From an optimization exercise on the open Yosys and OpenROAD flow, aimed at small area, a short achievable clock period and few clock cycles; shortcuts taken in it are not production practice.
Function was checked by simulation only, so behaviour that the tests miss may differ from the original.
No activity file was given, so power comes from the tool's default toggle rates.

== run 1 ==
## lsu_top
module lsu_top (
    input  logic                 clk_i,
    input  logic                 rst_n_i,
    input  logic                 req_i,
    output logic                 ack_o,
    input  logic [32-1:0] inst_i,
    input  logic [32-1:0] rs1_i,
    input  logic [32-1:0] rs2_i,
    output logic                 wb_valid_o,
    output logic [32-1:0] wb_data_o,
    output logic                 fault_o
);
    localparam int AW    = 8;
    localparam int WORDS = 2 ** (AW - 2);
    logic          ack_q;
    logic          fault_q;
    logic          ld_q;
    logic [7:0]    st_hi_q;
    logic [7:0]    lo_q [4];
    logic [7:0]    hi_q;
    logic [3:0]    offd_q;
    logic [2:0]    f3_q;
    logic [31:0]   wdata_q;
    logic          wb_valid_q;
    logic [31:0]   wb_data_q;
    logic          is_load;
    logic          is_store;
    logic [2:0]    funct3;
    logic [AW-1:0] imm;
    logic          f3_ok;
    logic          aligned;
    logic          legal;
    logic          accept;
    logic [7:0]    lo_sel;
    logic [7:0]    hi_sel;
  ...
Size in the first run: roughly 8100 cells after synthesis.
clock: 5.0 ns
lec_check: 0
abc_area: 1
cap_margin: 20
core_margin: 2
core_utilization: 40
cts_cluster_diameter: 100
cts_cluster_size: 25
setup_slack_margin: 2.5
slew_margin: 20
run.sh (not shown) runs the stock make flow with config.mk's settings and CLKGATE_MAP_FILE= SYNTH_SCRIPT=/design/flow/synth_recipe.tcl, a recipe that flattens the netlist after the stock synthesis.
Run 1 has completed all stages; timing, DRC and antenna checks passed.
Testbench counts of run 1, summed over its fixed seeds: cycles 32,000.
Input-level comparison between run 2 and run 1:
- changing CORE_UTILIZATION from 40 to 55
- changing SETUP_SLACK_MARGIN from 2.5 to 2.6
Results
Global-route usage (higher): run 2. Looking at placed cell area, run 2 sits below run 1. Run 2: placed wire-length estimate lower than run 1. A destination of the critical timing path of mem[31][27] is what run 2 shows, while wb_data_q[14] belongs to run 1. Port buffer count essentially unchanged between run 1 and run 2. Sort run 2 and run 1 by areal power density over the cells desc -> top: run 2. Number of tap cells inserted: run 2 < run 1. Between run 2 and run 1, the time the final worst path needs with I/O delays and setup is higher for run 1.
## Diff of input files: run 3 against run 2
- changing CTS_CLUSTER_SIZE from 25 to 30
- changing CORE_UTILIZATION from 55 to 40
==> comparison <==
Of the two values seen for cell at the slowest stage of the critical path, sky130_fd_sc_hd__dfxtp_4 was produced by run 3 and sky130_fd_sc_hd__dfxtp_1 by run 2. Run 3 -> run 2: number of setup violations in the final report delta 0, exact match. Run 2 → run 3: final critical-path setup slack lost 0.017 ns, final non-filler cell area picked up an extra 1200 µm².

========
Setup of old:
lsu_top, a different RTL version from the one above (not shown whole).
Size in the first run: roughly 4800 cells after synthesis, ~2200 flip-flops, roughly 130 I/O pins, about 0.081 mm² of cells after synthesis.
// lsu_top
module lsu_top (
    input  logic                 clk_i,
    input  logic                 rst_n_i,
    input  logic                 req_i,
    output logic                 ack_o,
    input  logic [32-1:0] inst_i,
    input  logic [32-1:0] rs1_i,
    input  logic [32-1:0] rs2_i,
    output logic                 wb_valid_o,
    output logic [32-1:0] wb_data_o,
    output logic                 fault_o
);
clock: 5.0 ns
lec_check: 0
cap_margin: 20
core_margin: 2
core_utilization: 40
setup_slack_margin: 2.6
slew_margin: 20
old: done, clean on timing, DRC and antenna
Testbench counts of old, summed over its fixed seeds: cycles 32,000.
diff inputs: old => new
Settings: putting ABC_AREA at 1 where nothing was set.
Notes after the runs:
Run comparison: old worst setup path startpoint lo_q[1][7]; new worst setup path startpoint lo_q[1][1]. Die area was lower in the run labelled old. Changes observed in new relative to old: final routed wire length divided by cell count went down, clock skew went down. new vs old, top layer reached by signal wires: met4 vs met5.

========
Another version of the RTL of lsu_top (not shown whole).
Size in the first run: about 8200 cells after synthesis, about 130 I/O pins.
export LEC_CHECK = 0
export ABC_AREA = 1
export CAP_MARGIN = 20
export CORE_MARGIN = 2
export CORE_UTILIZATION = 40
export CTS_CLUSTER_DIAMETER = 100
export CTS_CLUSTER_SIZE = 25
export SETUP_SLACK_MARGIN = 2.7
export SLEW_MARGIN = 60
create_clock -name core_clock -period 5.0 [get_ports {clk_i}]
Testbench counts at the start, summed over its fixed seeds: cycles 32,000.
==> next run, changes <==
- SETUP_SLACK_MARGIN: 2.7 -> 2.8
- SLEW_MARGIN: 60 -> 75
Synthesized cell count stays the same; setup slack gets worse by 0.051 ns; die area does not change.
==> next run, changes <==
- SLEW_MARGIN: 75 -> 60
=>
- The new run completed with no timing, DRC or antenna violations
- routed wire length grows by a few percent
- sequential power barely changes
- die area does not change
- count of clock-buffer cells in the layout shrinks by 8
- register-to-register slack gains 0.10 ns
- hold slack loses 0.0043 ns

========
Setup of run A:
Starting RTL as in the previous note.
==> flow/config.mk <==
export PLATFORM = sky130hd
export DESIGN_NAME = lsu_top
export DESIGN_NICKNAME = lsu_top
export VERILOG_FILES = /design/flow/design.v
export SDC_FILE = /design/flow/constraint.sdc
export NUM_CORES = 4
export LEC_CHECK = 0
export ABC_AREA = 1
export CAP_MARGIN = 20
export CORE_MARGIN = 2
export CORE_UTILIZATION = 40
export CTS_CLUSTER_DIAMETER = 100
export CTS_CLUSTER_SIZE = 25
export SETUP_SLACK_MARGIN = 2.7
export SLEW_MARGIN = 45
==> flow/constraint.sdc <==
create_clock -name core_clock -period 5.0 [get_ports {clk_i}]
set_input_delay 1.0000 -clock core_clock [delete_from_list [all_inputs] [get_ports {clk_i}]]
set_output_delay 1.0000 -clock core_clock [all_outputs]
set_load 0.01 [all_outputs]
No stage failed in run A, and the final checks on the layout all came back clean.
Testbench counts of run A, summed over its fixed seeds: cycles 32,000.
Relative to run A, the following input files were edited for run B:
# run A
export LEC_CHECK = 0
export ABC_AREA = 1
export CAP_MARGIN = 20
export CORE_MARGIN = 2
export CORE_UTILIZATION = 40
export CTS_CLUSTER_DIAMETER = 100
export CTS_CLUSTER_SIZE = 25
export SETUP_SLACK_MARGIN = 2.7
export SLEW_MARGIN = 45
create_clock -name core_clock -period 5.0 [get_ports {clk_i}]
# run B
export LEC_CHECK = 0
export ABC_AREA = 1
export CAP_MARGIN = 20
export CORE_MARGIN = 2
export CORE_UTILIZATION = 40
export CTS_CLUSTER_DIAMETER = 100
export CTS_CLUSTER_SIZE = 28
export SETUP_SLACK_MARGIN = 2.7
export SLEW_MARGIN = 75
create_clock -name core_clock -period 5.0 [get_ports {clk_i}]
==> comparison <==
- Comparing run B and run A, the lower first-iteration DRC count is on run B.
- Comparing run B and run A, total chip power is higher on run B.
- Looking at final design area excluding fillers, run B sits about 2.4% higher than run A does.
- Sort run B and run A by global-route wire length before repair asc -> top: run A
- Compare run B and run A | slew at the pin closest to its max-slew limit lower: run B
- The higher share of the cycle needed by the critical path after routing came out of run B.
- Between run A and run B, the cell count went up.
- When the final numbers for run B and run A were put side by side, the via count turned out to be greater in run B.
[inputs] run C vs run B
# run B
export LEC_CHECK = 0
export ABC_AREA = 1
export CAP_MARGIN = 20
export CORE_MARGIN = 2
export CORE_UTILIZATION = 40
export CTS_CLUSTER_DIAMETER = 100
export CTS_CLUSTER_SIZE = 28
export SETUP_SLACK_MARGIN = 2.7
export SLEW_MARGIN = 75
create_clock -name core_clock -period 5.0 [get_ports {clk_i}]
# run C
export LEC_CHECK = 0
export ABC_AREA = 1
export CAP_MARGIN = 20
export CORE_MARGIN = 2
export CORE_UTILIZATION = 55
export CTS_CLUSTER_DIAMETER = 100
export CTS_CLUSTER_SIZE = 25
export SETUP_SLACK_MARGIN = 2.6
export SLEW_MARGIN = 75
create_clock -name core_clock -period 5.0 [get_ports {clk_i}]
Notes after the runs:
Combinational share of power across run C and run B: no real change. Taking run B as the reference, in run C combinational-cell power consumption shows a reduction of about 2%; growth of design area from synthesis to finish shows a reduction of 2.0 points; power shows a reduction of about 1.2%; violation count after the first detailed-route iteration shows an increase of 338.
Setup changes, run C to run D
# run C
export LEC_CHECK = 0
export ABC_AREA = 1
export CAP_MARGIN = 20
export CORE_MARGIN = 2
export CORE_UTILIZATION = 55
export CTS_CLUSTER_DIAMETER = 100
export CTS_CLUSTER_SIZE = 25
export SETUP_SLACK_MARGIN = 2.6
export SLEW_MARGIN = 75
create_clock -name core_clock -period 5.0 [get_ports {clk_i}]
# run D
export LEC_CHECK = 0
export ABC_AREA = 1
export CAP_MARGIN = 20
export CORE_MARGIN = 2
export CORE_UTILIZATION = 40
export CTS_CLUSTER_DIAMETER = 100
export CTS_CLUSTER_SIZE = 25
export SETUP_SLACK_MARGIN = 2.65
export SLEW_MARGIN = 60
create_clock -name core_clock -period 5.0 [get_ports {clk_i}]
In the metrics for run D and run C, the one carrying the higher global-route usage is run C.
| worst setup slack after placement | run D vs run C | 0.41 ns lower |
Run D — die width 17% higher, run C as reference
Run D against run C: clock-buffer cell count fell by 15, design area went down 530 um2, wire length on met3 decreased 15%.
Compared to run C, the router laid down more metal wire for run D.
Of the two values seen for cell with the largest stage delay on the worst path, dfxtp_4 was produced by run D and dfxtp_1 by run C.
Per the comparison of run D with run C, post-route total power +310 uW; met1 global-route usage -14 points.

========
Setup of lane 1:
lsu_top again, from the RTL that the note above started with.
clock: 5.0 ns
lec_check: 0
abc_area: 1
cap_margin: 40
core_margin: 2
core_utilization: 40
cts_cluster_diameter: 100
cts_cluster_size: 25
setup_slack_margin: 2.7
slew_margin: 60
Testbench counts of lane 1, summed over its fixed seeds: cycles 32,000.
#### Input delta (lane 2 over lane 1)
Settings: a change of SETUP_SLACK_MARGIN from 2.7 to 2.6; a change of SLEW_MARGIN from 60 to 75; a change of CAP_MARGIN from 40 to 20; a deleted ABC_AREA that had been 1.
### Flow results
- Looking at the reports, lane 2 completed the entire flow and the layout it produced met the timing, DRC and antenna checks.
- Lane 2 vs. lane 1: pin count of the biggest net entering global routing saw a decrease, number of rows created at floorplan saw a decrease.
- [lane 2] global-route usage rose 1.2 points relative to lane 1
- Higher net count of the mapped netlist among lane 1 and lane 2: lane 1
#### Input delta (lane 3 over lane 2)
Settings: ABC_AREA now 1, previously not set.
--- outcome ---
No stage failed in lane 3, and the final checks on the layout all came back clean.
Comparing lane 2 and lane 3, compound-cell area share of the yosys netlist is lower on lane 3.
Total power (lane 3 over lane 2): increase, 2.2 mW
On lane 3: final critical-path share of the clock period is 8.2 points lower than what lane 2 gave.
Between lane 2 and lane 3, the weighted congestion at the end of routability-driven global placement is higher for lane 3.
Lane 3 packs its core more loosely than lane 2.
The post-route non-filler standard cell count of lane 3 exceeds that of lane 2 by 3677.
Looking at worst setup path startpoint, the wb_data_q[15]$_DFF_P_ result is from lane 3; the lo_q[2][7]$_DFF_P_ one comes from lane 2.
Between lane 2 and lane 3, the simple logic cell fraction of the synthesized area is lower for lane 2.
Modified inputs, lane 4 compared to lane 3
Settings: PLACE_DENSITY newly set to 0.8.
==> run notes <==
Lane 4 ends up with a via density per instance that is 4.3% higher than in lane 3. Lane 4 against lane 3; final-layout clock buffer total is down by a few percent. Re average routed wire per standard cell: lane 4 is about 4% down on lane 3. The highest signal layer in the routed design comes out met4 in one run and met5 in the other, namely in lane 3 and lane 4 respectively. Going from lane 3 to lane 4, worst setup slack shrinks by 0.050 ns. In the metrics for lane 4 and lane 3, the one carrying the lower area overhead of the layout relative to synthesis is lane 4. | met2 layer usage reported by global route | lane 4 vs lane 3 | 0.90 points lower |. For lane 3, the type of the worst setup path was reg -> out, unlike lane 4, where it was reg -> reg. Global-route track usage on met3 is higher on lane 4.
Setup changes, lane 4 to lane 5
Settings: clearing PLACE_DENSITY, which used to be 0.8; swapping 2.6 for 2.7 in SETUP_SLACK_MARGIN.
==> run notes <==
Comparing sum of internal, switching and leakage power for lane 5 and lane 4, the bigger number came from lane 5. Relative to lane 4, worst setup slack has increased by 0.070 ns in lane 5. The clock transition at the registers of the reported paths on lane 4 is in line with that on lane 5. Sort lane 5 and lane 4 by cell count of the worst hold path, ascending, and lane 5 comes first. Lane 4 ended up with met5 as its uppermost layer routed; lane 5 ended up with met4.

[static timing again, ports no longer ideal]
The flow's constraints put no driver on any port. The routed layouts listed below were extracted and timed again, unchanged, in two steps.
Step 1 (the two cells are an assumption about what drives the block):
set clk [get_ports {clk_i}]
set_driving_cell -lib_cell sky130_fd_sc_hd__clkbuf_16 $clk
set_driving_cell -lib_cell sky130_fd_sc_hd__buf_2 [delete_from_list [all_inputs] $clk]
Step 2 adds t to the input delays and takes it off the output delays; t is the mean of the earliest and latest rising clock arrival at the registers after step 1. Input paths then give back, and output paths get back, about the clock's delay inside the block.
a / b / c = no drivers / after step 1 / after step 2; a / b = the first two.
| run | shift t [ns] | slack for setup (ns) | worst setup path after step 2 | slew at the worst register clock pin (ns) | worst data-port slew with drivers (ns) |
|---|---|---|---|---|---|
| run 1 | 0.869 | 2.510 / 2.465 / 1.771 | input to register | 0.11 / 0.11 | 0.21 |
| run 2 | 0.847 | 2.542 / 2.542 / 1.883 | input to register | 0.11 / 0.11 | 0.05 |
| run 3 | 0.831 | 2.525 / 2.525 / 1.916 | input to register | 0.12 / 0.12 | 0.05 |
| old | 0.946 | 1.927 / 1.927 / 1.696 | input to register | 0.07 / 0.07 | 0.04 |
| new | 0.947 | 2.510 / 2.495 / 1.803 | input to register | 0.07 / 0.07 | 0.23 |
| the first run of note 3 | 0.889 | 2.658 / 2.561 / 2.004 | input to register | 0.10 / 0.10 | 0.05 |
| the second run of note 3 | 0.849 | 2.608 / 2.590 / 2.028 | input to register | 0.10 / 0.10 | 0.06 |
| the third run of note 3 | 0.865 | 2.661 / 2.569 / 2.032 | input to register | 0.11 / 0.11 | 0.06 |
| run A | 0.875 | 2.671 / 2.575 / 1.993 | input to register | 0.11 / 0.11 | 0.05 |
| run B | 0.865 | 2.652 / 2.570 / 1.953 | input to register | 0.11 / 0.11 | 0.05 |
| run C | 0.827 | 2.654 / 2.565 / 1.931 | input to register | 0.11 / 0.11 | 0.05 |
| run D | 0.885 | 2.664 / 2.568 / 1.963 | input to register | 0.11 / 0.11 | 0.05 |
| lane 1 | 0.889 | 2.658 / 2.561 / 2.004 | input to register | 0.10 / 0.10 | 0.05 |
| lane 2 | 0.841 | 2.236 / 2.236 / 1.457 | input to register | 0.10 / 0.10 | 0.18 |
| lane 3 | 0.869 | 2.643 / 2.550 / 1.831 | input to register | 0.10 / 0.10 | 0.19 |
| lane 4 | 0.857 | 2.593 / 2.569 / 1.883 | input to register | 0.11 / 0.11 | 0.06 |
| lane 5 | 0.871 | 2.663 / 2.567 / 1.951 | input to register | 0.11 / 0.11 | 0.05 |
After both steps every run listed still meets setup and hold. For lane 3, which loses most, drivers alone change the setup slack by -0.093 ns; drivers and shift together by -0.812 ns.
